Source: an optimization exercise on an open RTL-to-GDS flow (aim: small area, a short achievable clock period and few clock cycles). Production flows keep margins and buffers that such runs may drop.
In this exercise RTL edits were held to simulation tests only and were not proved equivalent to the original.

==> flow/design.v <==
`default_nettype none
package sram_pkg;
	typedef logic [17:0] sram_addr_t;
	typedef logic [15:0] sram_data_t;
	typedef logic [4:0]  buf_addr_t;    
	typedef logic [31:0] buf_word_t;    
endpackage
`default_nettype wire
`default_nettype none
package idct_pkg;
	typedef logic signed [15:0] sample_t;     
	typedef logic signed [15:0] coeff_t;      
	typedef logic signed [31:0] product_t;
	typedef logic signed [31:0] acc_t;        
	typedef logic [5:0]         coeff_idx_t;  
endpackage
`default_nettype wire
`timescale 1ns/1ps
`default_nettype none
module idct_top (
	input  logic                 clock,
	input  logic                 resetn,
	input  logic                 start_i,
	input  logic [4:0]           block_row_i,
	input  logic [5:0]           block_col_i,
	input  sram_pkg::sram_data_t sram_read_data_i,
	output sram_pkg::sram_addr_t sram_address_o,
	output sram_pkg::sram_data_t sram_write_data_o,
	output logic                 sram_we_n_o,
	output logic                 done_o
);
	logic        busy;
	logic [7:0]  slot;
	logic [7:0]  ns;       
	logic        go;       
	logic [14:0] lp;       
	logic [14:0] base;
	assign go = start_i && !busy;
	assign ns = busy ? slot + 8'd1 : 8'd0;
	logic [8:0] line_hi;
	always_comb begin
		case (block_row_i)
			5'd0: line_hi = 9'd150;
			5'd1: line_hi = 9'd155;
			5'd2: line_hi = 9'd160;
			5'd3: line_hi = 9'd165;
			5'd4: line_hi = 9'd170;
			5'd5: line_hi = 9'd175;
			5'd6: line_hi = 9'd180;
			5'd7: line_hi = 9'd185;
			5'd8: line_hi = 9'd190;
			5'd9: line_hi = 9'd195;
			5'd10: line_hi = 9'd200;
			5'd11: line_hi = 9'd205;
			5'd12: line_hi = 9'd210;
			5'd13: line_hi = 9'd215;
			5'd14: line_hi = 9'd220;
			5'd15: line_hi = 9'd225;
			5'd16: line_hi = 9'd230;
			5'd17: line_hi = 9'd235;
			5'd18: line_hi = 9'd240;
			5'd19: line_hi = 9'd245;
			5'd20: line_hi = 9'd250;
			5'd21: line_hi = 9'd255;
			5'd22: line_hi = 9'd260;
			5'd23: line_hi = 9'd265;
			5'd24: line_hi = 9'd270;
			5'd25: line_hi = 9'd275;
			5'd26: line_hi = 9'd280;
			5'd27: line_hi = 9'd285;
			5'd28: line_hi = 9'd290;
			5'd29: line_hi = 9'd295;
			5'd30: line_hi = 9'd300;
			default: line_hi = 9'd305;
		endcase
	end
	assign base = {line_hi, block_col_i};
	logic       ns_rd, ns_wdir, ns_wbuf, ns_wlast;
	logic [2:0] ns_wrow, ns_wj;
	always_comb begin
		ns_rd    = !ns[7] && !ns[3];
		ns_wdir  = !ns[7] && ns[3:2] == 2'b11;
		ns_wlast = ns[7] && ns[6:0] <= 7'd3;
		ns_wbuf  = !ns[7] && ns[3:2] == 2'b10 && ns[6:4] != 3'd0;
		ns_wrow  = ns_wdir ? ns[6:4] : ns[6:4] - 3'd1;    
		case ({ns_wdir, ns[1:0]})
			3'b100:  ns_wj = 3'd0;
			3'b101:  ns_wj = 3'd7;
			3'b110:  ns_wj = 3'd2;
			3'b111:  ns_wj = 3'd5;
			3'b000:  ns_wj = 3'd3;
			3'b001:  ns_wj = 3'd4;
			3'b010:  ns_wj = 3'd1;
			default: ns_wj = 3'd6;
		endcase
	end
	function automatic logic [2:0] k_of(input logic [2:0] step);
		case (step)
			3'd0:    k_of = 3'd1;
			3'd1:    k_of = 3'd2;
			3'd2:    k_of = 3'd3;
			3'd3:    k_of = 3'd6;
			3'd4:    k_of = 3'd7;
			3'd5:    k_of = 3'd0;
			3'd6:    k_of = 3'd5;
			default: k_of = 3'd4;
		endcase
	endfunction
	logic [17:0] addr_q;
	logic        we_q;     
	logic        done_q;
	always_ff @(posedge clock or negedge resetn) begin
		if (!resetn) begin
			busy   <= 1'b0;
			slot   <= '0;
			done_q <= 1'b0;
			we_q   <= 1'b0;
		end else begin
			if (go) begin
				busy   <= 1'b1;
				slot   <= '0;
				done_q <= 1'b0;
			end else if (busy) begin
				slot <= ns;
				if (slot == 8'd131) begin
					busy   <= 1'b0;
					done_q <= 1'b1;
				end
			end
			we_q <= (busy || go) && (ns_wdir || ns_wbuf || ns_wlast);
		end
	end
	always_ff @(posedge clock) begin
		if (go)
			lp <= base;
		else if (busy && slot[3:0] == 4'd7)
			lp <= lp + 15'd40;    
		if (go)
			addr_q <= {base, k_of(3'd0)};
		else if (ns_rd)
			addr_q <= {lp, k_of(ns[2:0])};
		else
			addr_q <= {12'd0, ns_wrow, ns_wj};
	end
	assign sram_address_o = addr_q;
	assign sram_we_n_o    = !we_q;
	assign done_o         = done_q;
	logic arrive;
	always_ff @(posedge clock or negedge resetn) begin
		if (!resetn)
			arrive <= 1'b0;
		else
			arrive <= (busy || go) && ns[3:0] >= 4'd2 && ns[3:0] <= 4'd9 && ns <= 8'd129;
	end
	logic [15:0] sg;
	logic [15:0] sin;
	logic [17:0] t3q;
	logic [18:0] t5q;
	logic [23:0] sx, t3, t5;
	assign sg = arrive ? sram_read_data_i : 16'd0;
	always_ff @(posedge clock) begin
		sin <= sg;
		t3q <= {{2{sg[15]}}, sg} + {sg[15], sg, 1'b0};
		t5q <= {{3{sg[15]}}, sg} + {sg[15], sg, 2'b00};
	end
	assign sx = {{8{sin[15]}}, sin};
	assign t3 = {{6{t3q[17]}}, t3q};
	assign t5 = {{5{t5q[18]}}, t5q};
	logic [2:0] ns_step;
	logic       ns_proc;
	assign ns_step = 3'(ns[3:0] - 4'd3);
	assign ns_proc = (busy || go) && ns[3:0] >= 4'd3 && ns[3:0] <= 4'd10 && !ns[7];
	localparam logic [31:0] NEG = {8'h8E, 8'h1E, 8'h00, 8'hD4};   
	logic [1:0] lsel;      
	logic       first;
	logic [3:0] neg;
	logic       cv_sub;    
	logic       bshift;    
	always_ff @(posedge clock) begin
		case (ns_step)
			3'd1, 3'd3: lsel <= 2'b01;    
			3'd5, 3'd7: lsel <= 2'b10;    
			default:    lsel <= 2'b00;    
		endcase
		first <= ns_proc && ns_step[2:1] == 2'd0;
		for (int x = 0; x < 4; x++)
			neg[x] <= ns_proc && NEG[8*x + ns_step];
		cv_sub <= ns[3:0] == 4'd12 || ns[3:0] == 4'd14 || ns[3:0] == 4'd0 || ns[3:0] == 4'd2;
		bshift <= ns[3:0] == 4'd15 || ns[3:0] <= 4'd2 || (ns[3:0] >= 4'd7 && ns[3:0] <= 4'd10);
	end
	logic [23:0] x0, y0, z0, x1, y1, z1, x2, y2, z2, w2, x3, y3, z3;
	logic        m3;
	always_comb begin
		x0 = sx << 11;
		case (lsel)
			2'b00:   begin y0 = ~(t5 << 3); z0 = 24'd0;   end
			2'b01:   begin y0 = ~(t5 << 5); z0 = sx << 2; end
			default: begin y0 = ~(t5 << 7); z0 = t5 << 3; end
		endcase
		case (lsel)
			2'b00:   begin x1 = t3 << 9; y1 = t5 << 5; z1 = t3 << 1; end
			2'b01:   begin x1 = t3 << 8; y1 = t5 << 1; z1 = t5;      end
			default: begin x1 = t3 << 8; y1 = t5 << 7; z1 = t5 << 3; end
		endcase
		case (lsel)
			2'b00:   begin x2 = sx << 10; y2 = t3 << 5; z2 = sx << 4; w2 = sx;    end
			2'b01:   begin x2 = t3 << 8;  y2 = t5 << 1; z2 = t5;      w2 = 24'd0; end
			default: begin x2 = sx << 10; y2 = t3 << 7; z2 = t5 << 3; w2 = 24'd0; end
		endcase
		case (lsel)
			2'b00:   begin x3 = t3 << 7;  y3 = t5 << 1; z3 = t5;         m3 = 1'b0; end
			2'b01:   begin x3 = sx << 11; y3 = sx << 2; z3 = ~(t5 << 5); m3 = 1'b1; end
			default: begin x3 = t3 << 8;  y3 = t5 << 7; z3 = t5 << 3;    m3 = 1'b0; end
		endcase
	end
	logic [23:0] r0, r1, r2, r3;
	logic [23:0] u4, u5, u6, u7, v4, v5, v6, v7;
	logic        kc4, kc5, kc6, kc7;
	logic [23:0] au0, au1, au2, au3, av0, av1, av2, av3;
	logic        ak0, ak1, ak2, ak3;
	ring_csa3 u_c0 (.first_i(first), .n_i(neg[0]), .ka_i(1'b1), .kb_i(neg[0]), .r_i(r0),
		.x_i(x0), .y_i(y0), .z_i(z0), .u_o(au0), .v_o(av0));
	ring_csa3 u_c1 (.first_i(first), .n_i(neg[1]), .ka_i(neg[1]), .kb_i(neg[1]), .r_i(r1),
		.x_i(x1), .y_i(y1), .z_i(z1), .u_o(au1), .v_o(av1));
	ring_csa4 u_c2 (.first_i(first), .n_i(neg[2]), .k_i(neg[2]), .r_i(r2),
		.x_i(x2), .y_i(y2), .z_i(z2), .w_i(w2), .u_o(au2), .v_o(av2));
	ring_csa3 u_c3 (.first_i(first), .n_i(neg[3]), .ka_i(neg[3] ^ m3), .kb_i(neg[3]), .r_i(r3),
		.x_i(x3), .y_i(y3), .z_i(z3), .u_o(au3), .v_o(av3));
	assign ak0 = 1'b0;
	assign ak1 = neg[1];
	assign ak2 = neg[2];
	assign ak3 = neg[3];
	always_ff @(posedge clock) begin
		r0 <= u6 + v6 + {23'd0, kc6};
		r1 <= u4 + v4 + {23'd0, kc4};
		r2 <= u7 + v7 + {23'd0, kc7};
		r3 <= u5 + v5 + {23'd0, kc5};
		u4 <= au0; v4 <= av0; kc4 <= ak0;
		u5 <= au1; v5 <= av1; kc5 <= ak1;
		u6 <= au2; v6 <= av2; kc6 <= ak2;
		u7 <= au3; v7 <= av3; kc7 <= ak3;
	end
	logic [23:0] cb_u, cb_v, cp, cq, cm, cv;
	always_comb begin
		cb_u = cv_sub ? ~u4 : u6;
		cb_v = cv_sub ? ~v4 : v6;
		cp   = r0 ^ cb_u ^ cb_v;
		cm   = (r0 & cb_u) | (r0 & cb_v) | (cb_u & cb_v);
		cq   = {cm[22:0], cv_sub | kc6};
		cv   = cp + cq + {23'd0, cv_sub & !kc4};
	end
	logic [15:0] bq0, bq1, bq2, bq3;
	always_ff @(posedge clock) begin
		if (bshift) begin
			bq0 <= bq1; bq1 <= bq2; bq2 <= bq3;
			bq3 <= cv[23:8];
		end
	end
	logic [15:0] wd_q;
	always_ff @(posedge clock)
		wd_q <= (ns_wdir || ns[7]) ? cv[23:8] : bq0;
	assign sram_write_data_o = wd_q;
endmodule
module ring_csa3 (
	input  logic        first_i,
	input  logic        n_i,
	input  logic        ka_i,
	input  logic        kb_i,
	input  logic [23:0] r_i,
	input  logic [23:0] x_i,
	input  logic [23:0] y_i,
	input  logic [23:0] z_i,
	output logic [23:0] u_o,
	output logic [23:0] v_o
);
	logic [23:0] rr, xx, yy, zz, s1, c1, m1, m2;
	assign rr  = first_i ? 24'd0 : r_i;
	assign xx  = x_i ^ {24{n_i}};
	assign yy  = y_i ^ {24{n_i}};
	assign zz  = z_i ^ {24{n_i}};
	assign s1  = rr ^ xx ^ yy;
	assign m1  = (rr & xx) | (rr & yy) | (xx & yy);
	assign c1  = {m1[22:0], ka_i};
	assign u_o = s1 ^ c1 ^ zz;
	assign m2  = (s1 & c1) | (s1 & zz) | (c1 & zz);
	assign v_o = {m2[22:0], kb_i};
endmodule
module ring_csa4 (
	input  logic        first_i,
	input  logic        n_i,
	input  logic        k_i,
	input  logic [23:0] r_i,
	input  logic [23:0] x_i,
	input  logic [23:0] y_i,
	input  logic [23:0] z_i,
	input  logic [23:0] w_i,
	output logic [23:0] u_o,
	output logic [23:0] v_o
);
	logic [23:0] u3, v3, ww, m3;
	ring_csa3 u_c (.first_i(first_i), .n_i(n_i), .ka_i(k_i), .kb_i(k_i), .r_i(r_i),
		.x_i(x_i), .y_i(y_i), .z_i(z_i), .u_o(u3), .v_o(v3));
	assign ww  = w_i ^ {24{n_i}};
	assign u_o = u3 ^ v3 ^ ww;
	assign m3  = (u3 & v3) | (u3 & ww) | (v3 & ww);
	assign v_o = {m3[22:0], k_i};
endmodule
`default_nettype wire
Settings: LEC_CHECK=0, CAP_MARGIN=20, CORE_MARGIN=2, CORE_UTILIZATION=65, SETUP_SLACK_MARGIN=5, SLEW_MARGIN=20; clock period 13.0 ns.
standard.sh (not shown) runs the stock make flow with config.mk's settings and CLKGATE_MAP_FILE= SYNTH_SCRIPT=/design/flow/synth_recipe.tcl, a recipe that flattens the netlist after the stock synthesis.
==> flow/flow/run.sh <==
#!/bin/bash
# The standard layout (standard.sh: ORFS from synthesis to the final
# layout), with timing repair aiming for a setup slack well above zero so
# that the layout reaches a shorter period than the 13 ns it is signed off at.
bash standard.sh SETUP_SLACK_MARGIN=9.0 finish > standard.log 2>&1
Testbench counts at the start, summed over its fixed seeds: cycles 34,048.
Rerun with:
--- a/flow/design.v
+++ b/flow/design.v
@@ -78,20 +78,20 @@
 	logic       ns_rd, ns_wdir, ns_wbuf, ns_wlast;
 	logic [2:0] ns_wrow, ns_wj;
 	always_comb begin
 		ns_rd    = !ns[7] && !ns[3];
-		ns_wdir  = !ns[7] && ns[3:2] == 2'b11;
-		ns_wlast = ns[7] && ns[6:0] <= 7'd3;
-		ns_wbuf  = !ns[7] && ns[3:2] == 2'b10 && ns[6:4] != 3'd0;
+		ns_wdir  = !ns[7] && ns[3] && ns[2:0] >= 3'd5;
+		ns_wlast = ns[7] && ns[6:0] <= 7'd4;
+		ns_wbuf  = !ns[7] && ns[3] && ns[2:0] <= 3'd4 && ns[6:4] != 3'd0;
 		ns_wrow  = ns_wdir ? ns[6:4] : ns[6:4] - 3'd1;    
-		case ({ns_wdir, ns[1:0]})
-			3'b100:  ns_wj = 3'd0;
-			3'b101:  ns_wj = 3'd7;
-			3'b110:  ns_wj = 3'd2;
-			3'b111:  ns_wj = 3'd5;
-			3'b000:  ns_wj = 3'd3;
-			3'b001:  ns_wj = 3'd4;
-			3'b010:  ns_wj = 3'd1;
+		case ({ns_wdir, ns[2:0]})
+			4'b1101: ns_wj = 3'd0;
+			4'b1110: ns_wj = 3'd7;
+			4'b1111: ns_wj = 3'd2;
+			4'b0000: ns_wj = 3'd5;
+			4'b0001: ns_wj = 3'd3;
+			4'b0010: ns_wj = 3'd4;
+			4'b0011: ns_wj = 3'd1;
 			default: ns_wj = 3'd6;
 		endcase
 	end
 	function automatic logic [2:0] k_of(input logic [2:0] step);
@@ -121,9 +121,9 @@
 				slot   <= '0;
 				done_q <= 1'b0;
 			end else if (busy) begin
 				slot <= ns;
-				if (slot == 8'd131) begin
+				if (slot == 8'd132) begin
 					busy   <= 1'b0;
 					done_q <= 1'b1;
 				end
 			end
@@ -151,14 +151,16 @@
 			arrive <= 1'b0;
 		else
 			arrive <= (busy || go) && ns[3:0] >= 4'd2 && ns[3:0] <= 4'd9 && ns <= 8'd129;
 	end
-	logic [15:0] sg;
+	logic [15:0] s_q, sg;
 	logic [15:0] sin;
 	logic [17:0] t3q;
 	logic [18:0] t5q;
 	logic [23:0] sx, t3, t5;
-	assign sg = arrive ? sram_read_data_i : 16'd0;
+	always_ff @(posedge clock)
+		s_q <= arrive ? sram_read_data_i : 16'd0;
+	assign sg = s_q;
 	always_ff @(posedge clock) begin
 		sin <= sg;
 		t3q <= {{2{sg[15]}}, sg} + {sg[15], sg, 1'b0};
 		t5q <= {{3{sg[15]}}, sg} + {sg[15], sg, 2'b00};
@@ -167,10 +169,10 @@
 	assign t3 = {{6{t3q[17]}}, t3q};
 	assign t5 = {{5{t5q[18]}}, t5q};
 	logic [2:0] ns_step;
 	logic       ns_proc;
-	assign ns_step = 3'(ns[3:0] - 4'd3);
-	assign ns_proc = (busy || go) && ns[3:0] >= 4'd3 && ns[3:0] <= 4'd10 && !ns[7];
+	assign ns_step = 3'(ns[3:0] - 4'd4);
+	assign ns_proc = (busy || go) && ns[3:0] >= 4'd4 && ns[3:0] <= 4'd11 && !ns[7];
 	localparam logic [31:0] NEG = {8'h8E, 8'h1E, 8'h00, 8'hD4};   
 	logic [1:0] lsel;      
 	logic       first;
 	logic [3:0] neg;
@@ -184,10 +186,10 @@
 		endcase
 		first <= ns_proc && ns_step[2:1] == 2'd0;
 		for (int x = 0; x < 4; x++)
 			neg[x] <= ns_proc && NEG[8*x + ns_step];
-		cv_sub <= ns[3:0] == 4'd12 || ns[3:0] == 4'd14 || ns[3:0] == 4'd0 || ns[3:0] == 4'd2;
-		bshift <= ns[3:0] == 4'd15 || ns[3:0] <= 4'd2 || (ns[3:0] >= 4'd7 && ns[3:0] <= 4'd10);
+		cv_sub <= ns[3:0] == 4'd13 || ns[3:0] == 4'd15 || ns[3:0] == 4'd1 || ns[3:0] == 4'd3;
+		bshift <= !(ns[3:0] >= 4'd4 && ns[3:0] <= 4'd6 || ns[3:0] >= 4'd12 && ns[3:0] <= 4'd14);
 	end
 	logic [23:0] x0, y0, z0, x1, y1, z1, x2, y2, z2, w2, x3, y3, z3;
 	logic        m3;
 	always_comb begin
@@ -248,13 +250,13 @@
 		cm   = (r0 & cb_u) | (r0 & cb_v) | (cb_u & cb_v);
 		cq   = {cm[22:0], cv_sub | kc6};
 		cv   = cp + cq + {23'd0, cv_sub & !kc4};
 	end
-	logic [15:0] bq0, bq1, bq2, bq3;
+	logic [15:0] bq0, bq1, bq2, bq3, bq4;
 	always_ff @(posedge clock) begin
 		if (bshift) begin
-			bq0 <= bq1; bq1 <= bq2; bq2 <= bq3;
-			bq3 <= cv[23:8];
+			bq0 <= bq1; bq1 <= bq2; bq2 <= bq3; bq3 <= bq4;
+			bq4 <= cv[23:8];
 		end
 	end
 	logic [15:0] wd_q;
 	always_ff @(posedge clock)
- The changed run produced a clean layout
- sequential share of layout area is higher by 2.3 points
- wire length is higher by 4.4%
- synthesized area is higher by 3.6%
- via count is higher by 1.4%
- setup slack is better by 0.38 ns
- flip-flop and latch count is higher by 32
- worst hold slack barely changes
- design area is higher by 0.54%
- die area is higher by 3.5%
- non-clock buffer count is lower by 51
- synthesized cell count is higher by 2.8%
- cell count is higher by 1.2%
Testbench counts after the change, summed over its fixed seeds: cycles 34,304.

[afterwards: timing with drivers on the ports]
Ports are ideal in the flow. The routed layouts listed here were re-timed in OpenROAD. Step 1 assumes that a clkbuf_16 drives the clock port and a buf_2 every other input. Step 2, shift: input delay + t, output delay - t, t = (earliest + latest rising clock arrival at the registers) / 2. This alone moves slack from input paths to output paths. a / b / c = ideal / step 1 / step 2; a / b = the first two.
run | t (ns) | setup slack, ns | worst setup path after step 2 | pins driven straight from the clock port
the first run | 0.660 | 8.713 / 8.721 / 8.061 | input to register | 1
the second run | 0.678 | 9.093 / 9.029 / 8.531 | input to register | 1
After both steps setup and hold are still met in every run listed. For the first run, which loses most, drivers alone change the setup slack by +0.008 ns; drivers and shift together by -0.652 ns.
